Background: an optimization exercise with open tools, aiming at small area. Do not read the settings as production practice. Function was checked by simulation only, so behaviour that the tests miss may differ from the original. Power and IR drop assume default switching activity.

**flow/design.v**
```verilog
`default_nettype none
package battle_pkg;
	typedef logic [7:0] coord_t;  
	typedef logic [2:0] colour_t;  
	typedef logic [4:0] fuel_t;
	typedef logic [3:0] jump_t;
	typedef enum logic [2:0] {
		CLEAR,
		PAINT_MAP,
		DRAW_TANKS,
		WAIT_FRAME,
		ERASE,
		STEP,
		DRAW
	} painter_state_t;
endpackage
`default_nettype wire
`timescale 1ns/10ps
`default_nettype none
module battle_top
#(
	parameter int FRAME_PERIOD = 1000
) (
	input logic clock,
	input logic rst,
	input logic [3:0] key,
	output battle_pkg::coord_t pix_x,
	output battle_pkg::coord_t pix_y,
	output battle_pkg::colour_t pix_colour,
	output logic plot,
	output battle_pkg::fuel_t fuel,
	output logic turn
);
	localparam logic [1:0] M_CLEAR = 2'd0, M_MAP = 2'd1, M_TANKS = 2'd2, M_RUN = 2'd3;
	logic [1:0] mode;
	logic [7:0] px;  
	logic [6:0] py;  
	logic [9:0] c;  
	assign c = {py[1:0], px};
	battle_pkg::coord_t tank1_x, tank1_y, tank2_x, tank2_y;
	battle_pkg::jump_t jump_cap;
	logic screen_mode, row_end, col_end;
	logic erase_win, draw_win, upd;
	logic [5:0] wi;  
	logic tsel;
	battle_pkg::coord_t tx, ty;
	logic hill_px, ground;
	assign screen_mode = ~mode[1];
	assign row_end = (px == 8'd160 - 8'd1);
	assign col_end = (py == 7'd119);
	assign erase_win = (c[9:6] == 4'd0);
	assign draw_win = (c >= 10'd69) && (c <= 10'd132);
	assign upd = (mode == M_RUN) && (c == 10'd67);
	assign wi = erase_win ? c[5:0] : c[5:0] - 6'd5;
	assign tsel = upd ? turn : wi[5];
	assign tx = tsel ? tank2_x : tank1_x;
	assign ty = tsel ? tank2_y : tank1_y;
	assign hill_px = ((px >= 8'd20) && (px < 8'd40)) ||
		((px >= 8'd60) && (px < 8'd80)) ||
		((px >= 8'd100) && (px < 8'd120));
	assign ground = hill_px ? (py > 7'd102) : (py > 7'd117);
	always_comb begin
		if (screen_mode) begin
			pix_x = px;
			pix_y = {1'b0, py};
			plot = (mode == M_MAP) || !(px[7] && px[6]);
			pix_colour = (mode == M_MAP && ground) ? 3'b111 : 3'b000;
		end else begin
			pix_x = tx + {4'd0, wi[3:0]};
			pix_y = wi[4] ? ty : ty - 8'd1;
			plot = erase_win || draw_win;
			pix_colour = erase_win ? 3'b000 : (tsel ? 3'b001 : 3'b010);
		end
	end
	always_ff @(posedge clock) begin
		if (rst) begin
			mode <= M_CLEAR;
			px <= 8'd255;
			py <= 7'd0;
		end else if (screen_mode) begin
			if (row_end) begin
				px <= 8'd0;
				if (col_end) begin
					py <= 7'd0;
					if (mode == M_MAP) begin
						mode <= M_TANKS;
						px <= 8'd69;
					end else begin
						mode <= M_MAP;
					end
				end else begin
					py <= py + 7'd1;
				end
			end else begin
				px <= px + 8'd1;
			end
		end else begin
			if (mode == M_TANKS && c == 10'd132) begin
				mode <= M_RUN;
				{py[1:0], px} <= 10'd463;
			end else if (c == 10'(FRAME_PERIOD - 1)) begin
				{py[1:0], px} <= 10'd0;
			end else begin
				{py[1:0], px} <= c + 10'd1;
			end
		end
	end
	battle_pkg::coord_t cur_x, cur_y, nx, ny;
	battle_pkg::jump_t njump;
	logic moved_up, moved_side, stand, fall, rise, go_right, go_left;
	logic hill_here, hill_right, hill_left;
	logic fire_key, right_key, left_key, jump_key;
	assign fire_key = ~key[0];
	assign right_key = ~key[1];
	assign left_key = ~key[2];
	assign jump_key = ~key[3];
	assign cur_x = tx;
	assign cur_y = ty;
	assign hill_here = ((cur_x >= 8'd20) && (cur_x < 8'd40)) ||
		((cur_x >= 8'd60) && (cur_x < 8'd80)) ||
		((cur_x >= 8'd100) && (cur_x < 8'd120));
	assign hill_right = ((cur_x >= 8'd19) && (cur_x < 8'd39)) ||
		((cur_x >= 8'd59) && (cur_x < 8'd79)) ||
		((cur_x >= 8'd99) && (cur_x < 8'd119));
	assign hill_left = ((cur_x >= 8'd21) && (cur_x < 8'd41)) ||
		((cur_x >= 8'd61) && (cur_x < 8'd81)) ||
		((cur_x >= 8'd101) && (cur_x < 8'd121));
	logic y_le_hill, y_le_flat, y_eq_hill, y_eq_flat;
	assign y_le_hill = (cur_y <= 8'd102);
	assign y_le_flat = (cur_y <= 8'd117);
	assign y_eq_hill = (cur_y == 8'd102);
	assign y_eq_flat = (cur_y == 8'd117);
	logic on_ground, above_ground;
	assign on_ground = hill_here ? y_eq_hill : y_eq_flat;
	assign above_ground = (hill_here ? y_le_hill : y_le_flat) && !on_ground;
	always_comb begin
		stand = !jump_key && on_ground;
		fall = !stand && (!jump_key || jump_cap == 4'd0) && above_ground;
		rise = !stand && !fall && jump_key && jump_cap != 4'd0;
		ny = cur_y;
		njump = jump_cap;
		if (stand) begin
			njump = 4'd10;
		end else if (fall) begin
			ny = cur_y + 8'd1;
			njump = 4'd0;
		end else if (rise) begin
			ny = cur_y - 8'd1;
			njump = jump_cap - 4'd1;
		end
		moved_up = rise;
		go_right = right_key && (cur_x < 8'd144) && (hill_right ? y_le_hill : y_le_flat);
		go_left = !go_right && left_key && (cur_x != 8'd0) && (hill_left ? y_le_hill : y_le_flat);
		nx = cur_x;
		if (go_right) nx = cur_x + 8'd1;
		else if (go_left) nx = cur_x - 8'd1;
		moved_side = go_right || go_left;
	end
	always_ff @(posedge clock) begin
		if (rst) begin
			turn <= 1'b0;
			fuel <= 5'd30;
			jump_cap <= 4'd10;
			tank1_x <= 8'd5;
			tank1_y <= 8'd110;
			tank2_x <= 8'd76;
			tank2_y <= 8'd110;
		end else if (upd) begin
			if (fire_key) begin
				turn <= ~turn;
				fuel <= 5'd30;
				jump_cap <= 4'd10;
			end else if (fuel != 5'd0) begin
				jump_cap <= njump;
				if (moved_side || moved_up) fuel <= fuel - 5'd1;
				if (turn) begin
					tank2_x <= nx;
					tank2_y <= ny;
				end else begin
					tank1_x <= nx;
					tank1_y <= ny;
				end
			end
		end
	end
endmodule
`default_nettype wire
```
**flow/run.sh**
```bash
#!/bin/bash
# synth_recipe.tcl (not shown) runs the flow's synth.tcl, then flattens the netlist and writes it again
# the make line also repeats each setting of config.mk as NAME=value (left out here)
make -C /OpenROAD-flow-scripts/flow DESIGN_CONFIG=/design/flow/config.mk WORK_HOME=/design/flow/orfs CLKGATE_MAP_FILE= SYNTH_SCRIPT=/design/flow/synth_recipe.tcl finish
```
**flow/config.mk**
```make
export PLATFORM = sky130hd
export DESIGN_NAME = battle_top
export DESIGN_NICKNAME = battle_top
export VERILOG_FILES = /design/flow/design.v
export SDC_FILE = /design/flow/constraint.sdc
export NUM_CORES = 4
export LEC_CHECK = 0
export CAP_MARGIN = 20
export CORE_MARGIN = 2
export CORE_UTILIZATION = 40
export SLEW_MARGIN = 20
```
**flow/constraint.sdc**
```tcl
create_clock -name core_clock -period 10.0 [get_ports {clock}]
set_input_delay 2.0000 -clock core_clock [delete_from_list [all_inputs] [get_ports {clock}]]
set_output_delay 2.0000 -clock core_clock [all_outputs]
set_load 0.01 [all_outputs]
```
==> run summary <==
state kept, by name (all words and copies together) (netlist names):
signal and flops:
tank2_y 8, turn 1, tank1_y 8, tank1_x 8
mode 2, tank2_x 8, py 7, px 8
fuel 5, jump_cap 4
worst max path at each step:
stage / from / to / slack (ps) / depth (start not counted)
2_1_floorplan: py[1]$_SDFFE_PP0P_ / pix_x[7] / 3990 / 16
3_3_place_gp: px[0]$_SDFF_PP1_ / pix_y[4] / 3710 / 11
3_5_place_dp: px[0]$_SDFF_PP1_ / pix_y[4] / 3550 / 11
4_1_cts: px[0]$_SDFF_PP1_ / pix_y[4] / 3170 / 11
5_1_grt: px[0]$_SDFF_PP1_ / pix_y[4] / 2870 / 11
6_report: px[0]$_SDFF_PP1_ / pix_y[4] / 3110 / 11
placed cells by master (no fill, tap or decap), types with 5 or more instances in the layout:
master	count
sky130_fd_sc_hd__ha_1	21
sky130_fd_sc_hd__a311oi_1	5
sky130_fd_sc_hd__xnor2_1	26
sky130_fd_sc_hd__mux2_2	12
sky130_fd_sc_hd__a211oi_1	13
sky130_fd_sc_hd__o22ai_1	5
sky130_fd_sc_hd__o21a_1	5
sky130_fd_sc_hd__inv_1	25
sky130_fd_sc_hd__a21o_1	8
sky130_fd_sc_hd__a211o_1	6
sky130_fd_sc_hd__nand2_1	71
sky130_fd_sc_hd__and3_1	8
sky130_fd_sc_hd__o21ai_0	44
sky130_fd_sc_hd__clkdlybuf4s50_1	31
sky130_fd_sc_hd__and2_1	6
sky130_fd_sc_hd__nor2_1	68
sky130_fd_sc_hd__nand2b_1	12
sky130_fd_sc_hd__nor3b_1	7
sky130_fd_sc_hd__buf_4	5
sky130_fd_sc_hd__a41oi_1	5
sky130_fd_sc_hd__nor4_1	8
sky130_fd_sc_hd__clkbuf_16	9
sky130_fd_sc_hd__nand3_1	29
sky130_fd_sc_hd__dfxtp_1	59
sky130_fd_sc_hd__xor2_1	15
sky130_fd_sc_hd__mux2i_1	25
sky130_fd_sc_hd__nand4_1	13
sky130_fd_sc_hd__nor2b_1	7
sky130_fd_sc_hd__o211ai_1	6
sky130_fd_sc_hd__nor3_1	36
sky130_fd_sc_hd__or3_1	12
sky130_fd_sc_hd__a21oi_1	52
final cells by class:
cell class | count | area, µm² | share of cell area
Clock inverter | 4 | 47.5 | 0.00784
Tap cell | 176 | 220 | 0.0363
Timing Repair Buffer | 36 | 348 | 0.0574
Sequential cell | 59 | 1180 | 0.195
Inverter | 26 | 97.6 | 0.0161
Clock buffer | 12 | 267 | 0.0440
Multi-Input combinational cell | 598 | 3900 | 0.644
power by group through the flow:
stage / logic (µW) / clock network, µW / registers [µW]
2_1_floorplan: 238 / 0 / 256
5_1_grt: 325 / 342 / 279
3_3_place_gp: 291 / 0 / 278
6_report: 297 / 331 / 275
4_1_cts: 294 / 334 / 274
3_5_place_dp: 291 / 0 / 279
cell families after synthesis:
family	synth area share
AOI/OAI and AO/OA	0.251
muxes	0.0742
xor gates and xnor gates	0.0668
buffers and inverters	0.0561
adders and majority gates	0.0507
and+or+nand+nor	0.282
DFF	0.220
synth_stat cells (all sizes together), types with 5 or more instances:
| cell type | number |
|---|---|
| nand2 | 71 |
| nor2 | 69 |
| dfxtp | 59 |
| a21oi | 52 |
| o21ai | 44 |
| clkbuf | 40 |
| nor3 | 36 |
| nand3 | 29 |
| mux2i | 26 |
| xnor2 | 26 |
| inv | 25 |
| ha | 21 |
| xor2 | 15 |
| a211oi | 13 |
| nand4 | 13 |
| mux2 | 12 |
| nand2b | 12 |
| or3 | 12 |
| buf | 9 |
| nor4 | 9 |
| a21o | 8 |
| and3 | 8 |
| nor2b | 7 |
| nor3b | 7 |
| a211o | 6 |
| and2 | 6 |
| o211ai | 6 |
| a311oi | 5 |
| a41oi | 5 |
| o21a | 5 |
| o22ai | 5 |
worst min-delay path, cell delays in order, from the launching register on:
cell,delay (ps)
sky130_fd_sc_hd__dfxtp_1,320
sky130_fd_sc_hd__o21ai_0,80
sky130_fd_sc_hd__a21oi_1,60
metrics by stage:
step                hold WS (ps)   util  cells  total power (µW)
floorplan                    458      -    732               493
global placement             479  0.436    895               569
detailed placement           489  0.436    895               570
CTS                          497  0.460    911               902
global route                 515  0.460    911               945
finish                       503  0.460    911               904
layer usage:
layer  vias to the layer above  GRT usage
li1                       2680          -
met3                        31     0.0299
met4                         0      0.113
met1                      2631      0.324
met5                         -          0
met2                       221      0.384
==> key figures <==
Run status
  • Result of the run: complete, no violations

Critical path
  • Max stage delay on crit path: between 700 and 800 ps
  • Startpoint-to-endpoint class of the critical path: flop to output pin
  • Crit Reg-Reg Endpoint: tank1_x[5]$_SDFFE_PP0P_
  • Highest fanout seen on the critical path: 25
  • Endpoint class of the critical path: output pin
  • Req. time, crit path: 8000 ps
  • R2R cell count: 15
  • Crit path arrival time: between 4000 and 5000 ps
  • Top delay family on crit path: simple AND/OR/NAND/NOR gates
  • Type of element launching the critical path: flop
  • Most prevalent standard cell on the critical path: sky130_fd_sc_hd__ha_1
  • Worst reg-to-reg setup slack: between 4000 and 5000 ps
  • Cell Chain, Critical Path: ha_1, nand4bb_1, or3_1, o2bb2ai_4, mux2i_1, ha_1, and3_1, nand2_1, xor2_1, mux2_2, clkdlybuf4s50_1
  • Cell with the largest stage delay on the worst path: sky130_fd_sc_hd__o2bb2ai_4
  • CP bufs+invs: 1
  • Startpoint of the worst-slack reg-to-reg timing path: px[0]$_SDFF_PP1_

Timing
  • Crit path time final: about 6900 ps
  • Ratio of final minimum period to clock period: 0.689
  • Number of hold violations in the final report: 0
  • Max Freq: about 0.15 GHz
  • Relative slew slack: 0.295
  • Worst Setup Slack, final: around 3100 ps
  • Post-Route Setup TNS: 0 ps
  • Clock tree skew after final layout: approximately 5.3 ps
  • Worst slew pin tran: 1050 ps
  • Setup repair after global routing missed its margin: no
  • Final max-slew violation count: 0
  • Final-report setup violation count: 0

Power
  • Worst ir drop on vdd: 0.000138 V
  • Power share of the clock group: 0.367
  • Relative contribution of combinational cells to total power: 0.329
  • Power per cell area: ~150 nW/µm²
  • Leakage: 0.00216 µW
  • Switching fraction of total power: 0.355
  • Internal power: about 580 µW
  • Part of the total power dissipated in sequential elements: 0.305
  • Switching Power: 321 µW

Min path
  • Cell depth of the worst hold path: 2
  • Hold Startpoint: jump_cap[0]$_SDFFE_PP0P_
  • Class of the tightest hold or removal check: flop to flop
  • Hold worst-path end: jump_cap[0]$_SDFFE_PP0P_

Place
  • Setup slack after placement: roughly 3600 ps
  • Sum of net half-perimeters after detailed placement: 12000 µm
  • Dpl cell area: 5750 µm²
  • Port bufs: 31
  • Final RePlAce weighted congestion: 0.967

Clock network
  • Clk sinks: roughly 60
  • Deepest clock path buffer count: 2
  • Clock Tree Root: sky130_fd_sc_hd__clkbuf_16
  • H-tree Lvls: 3
  • CTS clk-pin slew, worst paths: approximately 50 ps
  • Clock tree from TritonCTS: yes
  • Later-pin clock latency in the skew report: about 340 ps
  • Cts hold-fix bufs: 0
  • Resize count post-CTS: 0
  • Number of buffers created by CTS: 9
  • Number of buffers added for setup after CTS: 0

Synthesis
  • EDFF count, synth: 0
  • Netlist area before placement: ~5400 µm²
  • Proportion of synthesized chip area in sequential cells: 0.220
  • #FFs+latches synth: 59
  • Ys flop type: sky130_fd_sc_hd__dfxtp_1
  • Count of mapped cells out of synthesis: roughly 730
  • Synthesis Warnings: 1
  • Synthesized net count: between 700 and 800
  • Biggest area consumer among synthesized cells: sky130_fd_sc_hd__dfxtp_1
  • Post-synthesis cell type count: between 70 and 80
  • Synth async-reset ratio: 0
  • Synthesized area per cell: between 7 and 8 µm²
  • Ranking of synthesized cells by area: sky130_fd_sc_hd__dfxtp_1 22%, sky130_fd_sc_hd__nand2_1 5.0%, sky130_fd_sc_hd__ha_1 4.9%
  • Top cell type's share of synthesized area: 0.220

Finish
  • Count of filler cells inserted in the layout: about 1300
  • Number of diodes: 0
  • Fraction of final layout cells sized beyond drive strength 1: 0.0667
  • Post-route cell area: a little over 6000 µm²
  • Area growth from synthesis to layout: 12.7%
  • Nets@finish: approximately 760

Floorplan
  • Vert. Die Dim: 120 µm
  • Starting utilization of the core area: 0.408
  • Width of the chip: about 120 µm
  • DIE AREA: approximately 14000 µm²
  • Total I/O pin count: 32
  • Area inside the core boundary: about 13000 µm²
  • Site row count: 42

Routing
  • Drt total wl: between 15000 and 20000 µm
  • Overall via count from detail_route: about 5600
  • Met2 routed wirelength: 7920 µm
  • Detailed-route wire length on metal 1: 7470 µm
  • Highest metal layer used by the detailed router: met4
  • Initial DRC count: between 400 and 500
  • Post-detailed-route DRC marker count: 0
  • Detailed-routing iteration count for the pre-antenna-repair pass: 5
  • Met3 layer wire length in the routed design: 1170 µm
  • Routed length per instance: 18.7 µm
  • Average via count per standard cell: a little over 6
  • Count of nets left with antenna violations after detail routing: 0

Global routing
  • First-pass GRT wire length: ~28000 µm
  • Vias in the first global route: between 5000 and 6000
  • Combined global-route utilization of all metal layers: 0.241
  • Largest net degree at the start of global routing: 40
  • Antenna violations before repair: 0
  • Sum of overflow across all layers after global routing: 0

Flow run
  • Max-Cap Viols: 0

## afterwards: timing with drivers on the ports
In the flow no input, the clock included, has a driving cell. The finished layout below was timed again as built, in two steps.
Step 1 assumes that a clkbuf_16 drives the clock port and a buf_2 every other input.
Step 2 moves the port delays by t, midway between the first and last clock arrival at a register: inputs arrive t later, outputs are due t later. That takes back most of the time a late clock gives input paths.
Slacks: no drivers / after step 1 / after step 2; pairs: no drivers / after step 1.
t, ns: 0.381
setup slack, ns: 3.112 / 3.069 / 3.450
worst hold slack (ns): 0.503 / 0.503 / 0.503
worst setup path after step 2: register to output
After both steps this run still meets setup and hold. For this run, drivers alone change the setup slack by -0.043 ns; drivers and shift together by +0.338 ns.
